Context: an optimization exercise on an open-source flow, tuned for small area, a short achievable clock period and few clock cycles. The choices shown serve that exercise and are no tape-out recipe.
The RTL was checked by simulation tests, not by an equivalence proof against the original design.
Power is estimated from default activity; no workload was simulated.

build 82:
Design r4k_muldiv_unit, start of the top module:
module r4k_muldiv_unit #(
  parameter int              XLEN     = 64,
  parameter int              MUL_BITS = 4,
  parameter logic [XLEN-1:0] START_HI = '0,
  parameter logic [XLEN-1:0] START_LO = '0
) (
  input  logic            clk,
  input  logic            reset,
  input  logic            start_valid,
  output logic            start_ready,
  input  logic [2:0]      op,
  input  logic            op_word,
  input  logic            kill,
  input  logic [XLEN-1:0] rs_value,
  input  logic [XLEN-1:0] rt_value,
  output logic [XLEN-1:0] hi_out,
  output logic [XLEN-1:0] lo_out,
  output logic            busy,
  output logic            done
);
  localparam int TW = 74;    
  logic m_mul, m_corr, m_nega, m_div, m_negr, m_negq, m_norm;
  logic [63:0] hi_r, lo_r;   
  logic        pend;         
  logic        mt_done;
  logic [65:0] h;           
  logic [63:0] l;           
  logic [63:0] x;           
  logic [6:0]  cnt;
  logic        sg;          
  logic        wd;          
  logic        dv;          
  logic        sh;          
  logic        corr;        
  logic        aneg;        
  logic        qneg;        
  function automatic logic [6:0] lzc64(input logic [63:0] v);
    logic [63:0] zf;
    logic [6:0]  c [64];
    for (int i = 0; i < 64; i++) begin
      zf[i] = !v[i];
      c[i]  = 7'd0;
    end
    for (int k = 1; k <= 6; k++) begin
      for (int j = 0; j < (64 >> k); j++) begin
        c[j]  = zf[2*j+1] ? (7'(1 << (k-1)) + c[2*j]) : c[2*j+1];
        zf[j] = zf[2*j+1] && zf[2*j];
      end
    end
    lzc64 = zf[0] ? 7'd64 : c[0];
  endfunction
  logic        accept, is_mul, is_div, is_mt, is_sg;
  logic [63:0] a_ext, b_ext;
  logic        a_neg, b_neg, a_short, b_short, use_b, m_short;
  logic [1:0]  a_cost, b_cost;
  logic [63:0] lval;
  logic [6:0]  lza_in, lzd_in;
  logic [63:0] mcand, mplier;
  always_comb begin
    is_mul = (op == 3'd0) || (op == 3'd1);
    is_div = (op == 3'd2) || (op == 3'd3);
    is_mt  = (op == 3'd4) || (op == 3'd5);
    is_sg  = (op == 3'd0) || (op == 3'd2);
    accept = start_valid && start_ready && !kill && (op <= 3'd5);
    if (op_word) begin
      a_ext = is_sg ? {{32{rs_value[31]}}, rs_value[31:0]} : {32'b0, rs_value[31:0]};
      b_ext = is_sg ? {{32{rt_value[31]}}, rt_value[31:0]} : {32'b0, rt_value[31:0]};
    end else begin
      a_ext = rs_value;
  ...
==> flow/config.mk <==
export PLATFORM = sky130hd
export DESIGN_NAME = r4k_muldiv_unit
export DESIGN_NICKNAME = r4k_muldiv_unit
export VERILOG_FILES = /design/flow/design.v
export SDC_FILE = /design/flow/constraint.sdc
export NUM_CORES = 4
export LEC_CHECK = 0
export CAP_MARGIN = 20
export CORE_MARGIN = 2
export CORE_UTILIZATION = 70
export SETUP_SLACK_MARGIN = 5
export SLEW_MARGIN = 20
==> flow/constraint.sdc <==
create_clock -name core_clock -period 11.0 [get_ports {clk}]
set_input_delay 2.2000 -clock core_clock [delete_from_list [all_inputs] [get_ports {clk}]]
set_output_delay 2.2000 -clock core_clock [all_outputs]
set_load 0.01 [all_outputs]
run.sh (not shown) runs the stock make flow with config.mk's settings and CLKGATE_MAP_FILE= SYNTH_SCRIPT=/design/flow/synth_recipe.tcl, a recipe that flattens the netlist after the stock synthesis.
Build 82 did not run to completion, as it errored out during global routing.
Testbench counts of build 82, summed over its fixed seeds: cycles 19,904.
Input-level comparison between build 60 and build 82:
- swapping 70 for 40 in CORE_UTILIZATION
Findings:
Looking at the logs for build 82 and build 60, the single run that did not finish was build 82.
Build 82 | ERROR | global routing
Re total clock sinks: no difference whatsoever between build 60 and build 82.
[compare] base=build 82 new=build 60: netlist area before placement closely matched the old numbers; pre-CTS setup slack -0.26 ns; gate count of the mapped netlist shows no meaningful change; die extent in y has increased.
Build 60 against build 82: half-perimeter wire length after detailed placement now larger, global placer's final weighted congestion down about 23%, number of setup buffers added after CTS rose about 56%.
Note that the standard-cell row count recorded for build 60 amounts to 1.3 times the value seen in build 82.
Inputs modified between build 60 and build 63:
- CORE_UTILIZATION now 55, was 40
## What came out
No final results exist for build 63, since it was stopped by error GRT-0232 during global routing.
Build 63 vs build 60: number of setup buffers added after CTS down by more than 10%
Effective utilization at floorplan in build 63 is 15 points above build 60.
Relative to build 60, the standard-cell row count of build 63 is lower by 15%.
Summary: with build 60 as the reference, x dimension of the die in build 63 moved down by more than 10%.
Half-perimeter wire length after detailed placement, build 63 and build 60: lower on build 63
Reported for build 63 and build 60, number of enable flip-flop cells after synthesis turned out identical to the last digit.


Setup of v6:
r4k_muldiv_unit again, from the RTL that the note above started with.
Settings: LEC_CHECK=0, CAP_MARGIN=20, CORE_MARGIN=2, CORE_UTILIZATION=40, SETUP_SLACK_MARGIN=5, SLEW_MARGIN=20, TNS_END_PERCENT=3; clock period 11.0 ns.
v6 | stages: all done | timing, DRC, antenna: all pass
Testbench counts of v6, summed over its fixed seeds: cycles 19,904.
[inputs] v7 vs v6
--- a/flow/config.mk
+++ b/flow/config.mk
@@ -12,2 +12,2 @@
 export SLEW_MARGIN = 20
-export TNS_END_PERCENT = 3
+export TNS_END_PERCENT = 10
Findings:
- Re portion of the layout cell area used by non-clock buffers: v6 was lower than v7.
- v7 vs v6, total routed wirelength went up by 0.49%.
- Delta (v7 minus v6): non-filler instance count after layout was more or less identical, met2 routing resource usage after global routing fell by 1.1 points, count of different cell masters after synthesis did not really move, relative contribution of sequential cells to total power moved up.
- Delta (v7 minus v6): final critical-path setup slack went down, power dissipated by switching net loads did not really move, clock group share of total power went up.
- | period utilization | lower: v6 |
- Compare v7 and v6 | time the worst path needs with I/O delays and setup higher: v7

==> re-timing with driven ports <==
In the flow no input, the clock included, has a driving cell. The finished layouts below were timed again as built, in two steps.
Step 1 (the two cells are an assumption about what drives the block):
set clk [get_ports {clk}]
set_driving_cell -lib_cell sky130_fd_sc_hd__clkbuf_16 $clk
set_driving_cell -lib_cell sky130_fd_sc_hd__buf_2 [delete_from_list [all_inputs] $clk]
Step 2 also shifts input and output timing later by t, the mid clock arrival at the registers, as if the neighbouring blocks saw the same clock.
Three values: no drivers, after step 1, after step 2; two values: the first two.
run | shift t [ns] | setup WS [ns] | pins driven straight from the clock port
build 60 | 0.744 | 4.495 / 4.495 / 4.193 | 1
v6 | 0.766 | 4.509 / 4.553 / 3.788 | 1
v7 | 0.760 | 4.444 / 4.444 / 3.965 | 1
After both steps every run listed still meets setup and hold. The setup slack of v6, which loses most, moves by +0.044 ns with the drivers and by -0.721 ns with both steps.
